Source: an optimization exercise on an open RTL-to-GDS flow (aim: small area). Production flows keep margins and buffers that such runs may drop.
The RTL was checked by simulation tests, not by an equivalence proof against the original design.
The clock port is modelled as an ideal driver; clocking choices that lean on that would not hold on a real chip.
Power is estimated from default activity; no workload was simulated.

## run a
==> flow/design.v (excerpt) <==
module cfg_top #(
    parameter cfg_pkg::period_t CLEAR_PERIOD_RESET = 62500
) (
    input  logic                clk_pcie,
    input  logic                rst,
    input  logic                i_cmd_valid,
    output logic                o_cmd_ready,
    input  cfg_pkg::cmd_word_t  i_cmd_data,
    output logic                o_rsp_valid,
    input  logic                i_rsp_ready,
    output cfg_pkg::rsp_word_t  o_rsp_data,
    input  logic [15:0]         i_pcie_id,
    output logic                o_cfg_mgmt_rd_en,
    output logic                o_cfg_mgmt_wr_en,
    output cfg_pkg::dwaddr_t    o_cfg_mgmt_dwaddr,
    output cfg_pkg::dword_t     o_cfg_mgmt_di,
    output cfg_pkg::byte_en_t   o_cfg_mgmt_byte_en,
    output logic                o_cfg_mgmt_wr_readonly,
    output logic                o_cfg_mgmt_wr_rw1c_as_rw,
    input  cfg_pkg::dword_t     i_cfg_mgmt_do,
    input  logic                i_cfg_mgmt_rd_wr_done
);
    localparam int NB = cfg_pkg::REG_BYTES;      
    localparam logic [159:0] RW_RESET = {CLEAR_PERIOD_RESET,             
                                         16'h0000, 16'hf000,             
                                         32'h0,                          
                                         32'(cfg_pkg::REG_BYTES),        
                                         16'h0018,                       
                                         cfg_pkg::RW_MAGIC};             
    logic [159:0] rw_q;
  ...
clock: 5.0 ns
lec_check: 0
cap_margin: 10
core_margin: 2
core_utilization: 65
gpl_timing_driven: 0
slew_margin: 10
synth_hierarchical: 1
standard.sh (not shown) runs the stock make flow with config.mk's settings and CLKGATE_MAP_FILE= SYNTH_SCRIPT=/design/flow/synth_recipe.tcl, a recipe that flattens the netlist after the stock synthesis.
==> flow/flow/run.sh <==
#!/bin/bash
# Standard layout, with the smallest buffer on every input and output port and a clock
# tree of few large leaf buffers without dummy loads.
set -euo pipefail
export BUFFER_PORTS_ARGS="-buffer_cell sky130_fd_sc_hd__buf_1"
export CTS_ARGS="-sink_clustering_enable -repair_clock_nets -dont_use_dummy_load -sink_clustering_size 30 -sink_clustering_max_diameter 80 -buf_list sky130_fd_sc_hd__clkbuf_16"
bash standard.sh > standard_flow.log 2>&1
Every stage of run a finished as expected; the final checks, on the other hand, flagged setup timing, which means the layout fails.
Here is what was changed in the inputs of run b compared with run a.
==> flow/flow/run.sh <==
#!/bin/bash
# Standard layout, with the smallest buffer on every input and output port and a clock
# tree of few large leaf buffers without dummy loads.
set -euo pipefail
export BUFFER_PORTS_ARGS="-buffer_cell sky130_fd_sc_hd__buf_1"
export CTS_ARGS="-sink_clustering_enable -repair_clock_nets -dont_use_dummy_load -sink_clustering_size 20 -sink_clustering_max_diameter 100 -buf_list sky130_fd_sc_hd__clkbuf_16"
bash standard.sh > standard_flow.log 2>&1
--- a/flow/config.mk
+++ b/flow/config.mk
@@ -8,5 +8,5 @@
 export CAP_MARGIN = 10
 export CORE_MARGIN = 2
-export CORE_UTILIZATION = 65
+export CORE_UTILIZATION = 50
 export GPL_TIMING_DRIVEN = 0
 export SLEW_MARGIN = 10
Findings:
Although it ran to completion, run b produced a layout that fails the final checks because of setup timing.
Run a -> run b: flip-flop and latch area flat
Route | run b vs run a | wire longer in run b
Run b vs run a on utilization: run b is the lower one.
[run b] total leakage power rose about 1.6% relative to run a
Placed standard-cell area went up slightly going from run a to run b.
Going from run a to run b, aggregate global-route resource usage went down 6.1 points; cell total after placement went up 104; met2 routing resource usage after global routing went down 9.9 points.
Compared with run a, in run b worst setup margin decreased by 0.019 ns relative to the old numbers, total core area increased by about 30% relative to the old numbers.

========
yarrow:
Another version of the RTL of cfg_top (not shown whole).
Size in the first run: roughly 1100 cells after synthesis, ~330 flip-flops, about 200 I/O pins.
==> flow/config.mk <==
export PLATFORM = sky130hd
export DESIGN_NAME = cfg_top
export DESIGN_NICKNAME = cfg_top
export VERILOG_FILES = /design/flow/design.v
export SDC_FILE = /design/flow/constraint.sdc
export NUM_CORES = 4
export LEC_CHECK = 0
export CAP_MARGIN = 30
export CORE_MARGIN = 2
export CORE_UTILIZATION = 65
export GPL_TIMING_DRIVEN = 0
export SLEW_MARGIN = 30
export SYNTH_HIERARCHICAL = 1
==> flow/constraint.sdc <==
create_clock -name core_clock -period 5.0 [get_ports {clk_pcie}]
set_input_delay 1.0000 -clock core_clock [delete_from_list [all_inputs] [get_ports {clk_pcie}]]
set_output_delay 1.0000 -clock core_clock [all_outputs]
set_load 0.01 [all_outputs]
==> flow/flow/run.sh <==
#!/bin/bash
# Standard layout, with the smallest buffer on every input and output port and a clock
# tree of few large leaf buffers without dummy loads.
set -euo pipefail
export BUFFER_PORTS_ARGS="-buffer_cell sky130_fd_sc_hd__buf_1"
export CTS_ARGS="-sink_clustering_enable -repair_clock_nets -dont_use_dummy_load -sink_clustering_size 30 -sink_clustering_max_diameter 80 -buf_list sky130_fd_sc_hd__clkbuf_16"
export RECOVER_POWER=100
bash standard.sh > standard_flow.log 2>&1
The final report for yarrow shows a completed flow and a layout that fails verification, specifically max-capacitance violations, max-slew violations.
Relative to yarrow, the following input files were edited for delta:
# yarrow
export LEC_CHECK = 0
export CAP_MARGIN = 30
export CORE_MARGIN = 2
export CORE_UTILIZATION = 65
export GPL_TIMING_DRIVEN = 0
export SLEW_MARGIN = 30
export SYNTH_HIERARCHICAL = 1
create_clock -name core_clock -period 5.0 [get_ports {clk_pcie}]
# delta
export LEC_CHECK = 0
export CAP_MARGIN = 10
export CORE_MARGIN = 2
export CORE_UTILIZATION = 55
export GPL_TIMING_DRIVEN = 0
export SLEW_MARGIN = 10
export SYNTH_HIERARCHICAL = 1
create_clock -name core_clock -period 5.0 [get_ports {clk_pcie}]
==> flow/flow/run.sh <==
#!/bin/bash
# Standard layout, with the smallest buffer on every input and output port, a clock tree of
# few large leaf buffers without dummy loads, and gates downsized off the critical paths
# after clock tree synthesis.
set -euo pipefail
export BUFFER_PORTS_ARGS="-buffer_cell sky130_fd_sc_hd__buf_1"
export CTS_ARGS="-sink_clustering_enable -repair_clock_nets -dont_use_dummy_load -sink_clustering_size 30 -sink_clustering_max_diameter 80 -buf_list sky130_fd_sc_hd__clkbuf_16"
export POST_CTS_TCL="$PWD/flow/post_cts.tcl"
bash standard.sh > standard_flow.log 2>&1
==> flow/flow/post_cts.tcl (new file) <==
# After clock tree synthesis: downsize gates off the critical paths, then repair any slew
# or capacitance limits that the smaller gates miss, and legalize the placement again.
estimate_parasitics -placement
repair_timing -recover_power 100 -verbose
repair_design -slew_margin 20 -cap_margin 20 -verbose
detailed_placement
check_placement -verbose
--- outcome ---
- delta did not stop at any stage, and its layout met the timing, design-rule and antenna checks.
- Largest net degree at the start of global routing was lower in the run labelled delta.
- delta against yarrow: post-synth design cell area stayed essentially flat; global-route usage fell by 4.5 points; non-clock buffer count rose by about 6%; detail-routed via count per cell fell by about 4%.
- Between delta and yarrow, the area growth from synthesis to layout is lower for yarrow.
- yarrow → delta: combinational power share up 0.5 points, final design area excluding fillers up 1.5%, met3 track demand over resource down 2.3 points, count of filler cells inserted in the layout up 481.

==> what the ideal ports hide <==
The flow's constraints put no driver on any port. The routed layouts listed below were extracted and timed again, unchanged, in two steps.
Step 1 sets driving cells, clkbuf_16 on the clock port and buf_2 on the other inputs (assumed; they add their load-dependent delay and slew).
Step 2, shift: input delay + t, output delay - t, t = (earliest + latest rising clock arrival at the registers) / 2. This alone moves slack from input paths to output paths.
Three values: ideal, step 1, step 2; two values: the first two.
run | shift t [ns] | slack for setup (ns) | hold WS [ns]
run a | 0.537 | -0.822 / -0.822 / -0.822 | 0.452 / 0.452 / 0.452
run b | 0.550 | -0.841 / -0.841 / -0.841 | 0.456 / 0.456 / 0.456
yarrow | 0.549 | 0.291 / 0.291 / 0.010 | 0.460 / 0.460 / 0.460
delta | 0.552 | 0.242 / 0.242 / 0.023 | 0.458 / 0.458 / 0.458
For yarrow, which loses most, drivers alone change the setup slack by 0.000 ns; drivers and shift together by -0.281 ns.
